Source: an optimization exercise on an open RTL-to-GDS flow (aim: small area and a short achievable clock period). Production flows keep margins and buffers that such runs may drop.
Only simulation tests tie the RTL to the original design; equivalence was not proved.
No activity file was given, so power comes from the tool's default toggle rates.

== violet ==
==> flow/design.v <==
module spi_ram_slave_burst #(
  parameter int DATA_WIDTH = 8,
  parameter int ADDR_WIDTH = 8,
  parameter bit BURST_EN   = 1'b1
) (
  input  logic clk,
  input  logic rst_n,
  input  logic SS_n,
  input  logic MOSI,
  output logic MISO
);
  logic       idle_q;    
  logic       c1_q;      
  logic       c0_q;      
  logic       data_q;    
  logic [2:0] cnt_q;     
  logic [1:0] cmd_q;
  logic       cmp_q;     
  logic [7:0] rx_q;      
  logic [7:1] tx_q;      
  logic       miso_q;
  logic       rst_seen_q;  
  logic       sel2_q;      
  assign MISO = miso_q;
  wire last_bit  = data_q && (cnt_q == 3'd7);
  wire act_waddr = cmp_q && (cmd_q == 2'b00);
  wire act_wdata = cmp_q && (cmd_q == 2'b01);
  wire act_raddr = cmp_q && (cmd_q == 2'b10);
  wire act_rd    = cmp_q && (cmd_q == 2'b11);
  wire act_rdata = act_rd && !SS_n;
  wire ld_next   = last_bit && (cmd_q == 2'b11);
  logic [7:0]    t_q;        
  logic [2047:0] ring_q;     
  logic [7:0] wt_q;
  logic        wpend_q;
  logic [7:0]  wbuf_q;
  logic [31:0] wen_q;
  logic        wnow_q;    
  logic [7:0]  rs_q;
  logic [31:0] csel_q;
  logic        cat_q;
  logic [7:0]  pf_q;
  logic [7:0] tap_word;
  always_comb begin
    tap_word = '0;
    for (int p = 0; p < 32; p++)
      tap_word = tap_word | ((ring_q[64*p +: 8] ^ {8{p[0]}}) & {8{csel_q[p]}});
  end
  logic [2047:0] ring_d;
  always_comb begin
    ring_d = {ring_q[2039:0], ring_q[2047:2040]};
    for (int p = 0; p < 32; p++)
      ring_d[64*p +: 8] = ~(wen_q[p] ? (wbuf_q ^ {8{!p[0]}}) : ring_d[64*p +: 8]);
  end
  wire [7:0] rx_slot = rx_q + t_q + 8'd1;
  logic       wpend_d;
  logic [7:0] wt_d;
  always_comb begin
    if (rst_seen_q && !wpend_q) wt_d = t_q + 8'd1;
    else if (act_waddr)         wt_d = rx_slot;
    else if (act_wdata)         wt_d = wt_q + 8'd2;
    else                        wt_d = wt_q + 8'd1;
    wpend_d = act_wdata || (wpend_q && !wnow_q);
  end
  logic [7:0] rs_d;
  always_comb begin
    if (rst_seen_q)     rs_d = t_q + 8'd1;
    else if (act_raddr) rs_d = rx_slot;
    else if (act_rdata) rs_d = rs_q + 8'd2;
    else                rs_d = rs_q + 8'd1;
  end
  wire       w_at  = act_wdata ? (wt_q[2:0] == 3'd6) : (wpend_d && wt_q[2:0] == 3'd7);
  wire       c_at  = sel2_q ? (rs_q[2:0] == 3'd6) : (rs_q[2:0] == 3'd7);
  function automatic logic [31:0] port_after(input logic en, input logic [4:0] p);
    logic [31:0] d;
    d = 32'd1 << p;
    port_after = en ? {d[30:0], d[31]} : 32'd0;
  endfunction
  always_ff @(posedge clk) begin
    t_q    <= t_q + 8'd1;
    rx_q   <= {rx_q[6:0], MOSI};
    ring_q <= ring_d;
    wt_q    <= wt_d;
    wpend_q <= wpend_d;
    if (act_wdata) wbuf_q <= rx_q;
    wen_q   <= port_after(w_at, wt_q[7:3]);
    wnow_q  <= w_at;
    rs_q  <= rs_d;
    sel2_q   <= data_q && (cmd_q == 2'b11) && (cnt_q[2:1] == 2'b11);
    cat_q  <= c_at;
    csel_q <= port_after(c_at, rs_q[7:3]);
    if (cat_q) pf_q <= tap_word;
  end
  always_ff @(posedge clk or negedge rst_n) begin
    if (!rst_n)        rst_seen_q <= 1'b1;
    else if (!wpend_q) rst_seen_q <= 1'b0;
  end
  always_ff @(posedge clk or negedge rst_n) begin
    if (!rst_n) begin
      idle_q    <= 1'b1;
      c1_q      <= 1'b0;
      c0_q      <= 1'b0;
      data_q    <= 1'b0;
      cnt_q     <= '0;
      cmd_q     <= '0;
      cmp_q     <= 1'b0;
      tx_q      <= '0;
      miso_q    <= 1'b0;
    end else begin
      if (SS_n) begin
        miso_q <= 1'b0;
        tx_q   <= '0;
      end else if (act_rd) begin
        miso_q <= pf_q[7];
        tx_q   <= pf_q[6:0];
      end else begin
        miso_q <= tx_q[7];
        tx_q   <= {tx_q[6:1], 1'b0};
      end
      cmp_q <= !SS_n && last_bit;
      if (SS_n) begin
        idle_q <= 1'b1;
        c1_q   <= 1'b0;
        c0_q   <= 1'b0;
        data_q <= 1'b0;
      end else begin
        idle_q <= 1'b0;
        c1_q   <= idle_q;
        c0_q   <= c1_q;
        if (c1_q) cmd_q[1] <= MOSI;
        if (c0_q) begin
          cmd_q[0] <= MOSI;
          data_q   <= 1'b1;
          cnt_q    <= '0;
        end else if (data_q) begin
          cnt_q <= cnt_q + 3'd1;
          if (cnt_q == 3'd7 && !cmd_q[0]) data_q <= 1'b0;
        end
      end
    end
  end
endmodule
export LEC_CHECK = 0
export ABC_AREA = 1
export ABC_CLOCK_PERIOD_IN_PS = 2000
export CAP_MARGIN = 20
export CORE_MARGIN = 2
export CORE_UTILIZATION = 65
export CTS_CLUSTER_DIAMETER = 90
export CTS_CLUSTER_SIZE = 30
export SETUP_SLACK_MARGIN = 2.4
export SLEW_MARGIN = 20
create_clock -name core_clock -period 4.4 [get_ports {clk}]
standard.sh (not shown) runs the stock make flow with config.mk's settings and CLKGATE_MAP_FILE= SYNTH_SCRIPT=/design/flow/synth_recipe.tcl, a recipe that flattens the netlist after the stock synthesis.
==> flow/flow/run.sh <==
#!/bin/bash
# The standard layout, with the I/O pins placed together (flow/io_constraints.tcl).
set -euo pipefail
export IO_CONSTRAINTS="$PWD/flow/io_constraints.tcl"
bash standard.sh > standard.log 2>&1
==> flow/flow/io_constraints.tcl <==
# Keep the I/O pins together in the middle of the left edge, so that the MISO
# flip-flop and the input logic sit next to their pins.
set_io_pin_constraint -pin_names {rst_n SS_n MOSI MISO clk} -region left:120-160
set_io_pin_constraint -group -order -pin_names {rst_n SS_n MOSI MISO clk}
Every stage of the flow completed for violet, and the final layout passed the timing, DRC and antenna checks.
Setup changes, violet to quartz
- ABC_AREA removed (was 1)
- CORE_UTILIZATION changed from 65 to 72
Findings:
Compared with violet, quartz has extra setup slack.
Comparing quartz and violet, the higher final critical-path required period is on violet.
Changes observed in quartz relative to violet: via count of the first global-routing pass went down by about 6%; transition time at the pin with the least slew margin grew by 0.035 ns; sequential share of cell area now sits at about the same level; max-capacitance violation count held steady.
## Diff of input files: willow against quartz
- CORE_UTILIZATION: 72 -> 40
- SETUP_SLACK_MARGIN: 2.4 -> 2.6
- CTS_CLUSTER_DIAMETER: 90 -> 110
- CTS_CLUSTER_SIZE: 30 -> 25
diff --git a/flow/flow/io_constraints.tcl b/flow/flow/io_constraints.tcl
--- a/flow/flow/io_constraints.tcl
+++ b/flow/flow/io_constraints.tcl
@@ -3 +3 @@
-set_io_pin_constraint -pin_names {rst_n SS_n MOSI MISO clk} -region left:120-160
+set_io_pin_constraint -pin_names {rst_n SS_n MOSI MISO clk} -region left:150-210
## What came out
- Across both runs, count of clock buffers in the final design was higher for willow than for quartz.
- From quartz to willow the numbers moved as follows: count of cells resized by post-cts repair went up; area used by sequential logic in the layout level; global routing usage on met3 fell by 3.3 points; total power went up 3.3%; post-route standard cell area excluding fillers +about 5%.
Input-level comparison between ember and willow:
- CTS_CLUSTER_DIAMETER changed from 110 to 70
- CTS_CLUSTER_SIZE changed from 25 to 33
- SETUP_SLACK_MARGIN changed from 2.6 to 2.4
- CORE_UTILIZATION changed from 40 to 65
diff --git a/flow/flow/io_constraints.tcl b/flow/flow/io_constraints.tcl
--- a/flow/flow/io_constraints.tcl
+++ b/flow/flow/io_constraints.tcl
@@ -3 +3 @@
-set_io_pin_constraint -pin_names {rst_n SS_n MOSI MISO clk} -region left:150-210
+set_io_pin_constraint -pin_names {rst_n SS_n MOSI MISO clk} -region left:120-160
Results
Against willow, ember comes in about 70% lower on post-cts sizing count. Diff willow -> ember: setup slack grew by 0.037 ns, combinational power share shrank by 0.4 points, largest net degree at the start of global routing grew by 8. When the final numbers for willow and ember were put side by side, the total chip power turned out to be greater in willow. Compared with willow, ember shows a lower post-route minimum period. ember vs willow on sequential share of layout area: ember is the higher one. Where fmax is concerned, willow is outperformed by ember. The run showing the greater number of antenna violations at the first check in global routing is ember. Comparing total placed instance area for willow and ember, the smaller number came from ember. ember against willow; overall via count from detail_route is down slightly.

[re-timing with driven ports]
How much do the figures lean on ideal ports? The routed layouts below were timed once more, with nothing changed but the port constraints. Step 1 sets driving cells, clkbuf_16 on the clock port and buf_2 on the other inputs (assumed; they add their load-dependent delay and slew). Step 2 also shifts input and output timing later by t, the mid clock arrival at the registers, as if the neighbouring blocks saw the same clock. Three values: no drivers, after step 1, after step 2; two values: the first two.
run	t (ns)	setup WS [ns]	hold slack, ns	worst register clock-pin slew, ns
violet	0.713	2.308 / 2.255 / 1.900	0.314 / 0.314 / 0.314	0.11 / 0.11
quartz	0.718	2.331 / 2.282 / 1.823	0.316 / 0.316 / 0.316	0.12 / 0.12
willow	0.738	2.303 / 2.249 / 1.991	0.307 / 0.307 / 0.307	0.10 / 0.10
ember	0.708	2.341 / 2.291 / 1.828	0.318 / 0.318 / 0.318	0.12 / 0.12
After both steps setup and hold are still met in every run listed. The setup slack of ember, which loses most, moves by -0.050 ns with the drivers and by -0.513 ns with both steps.
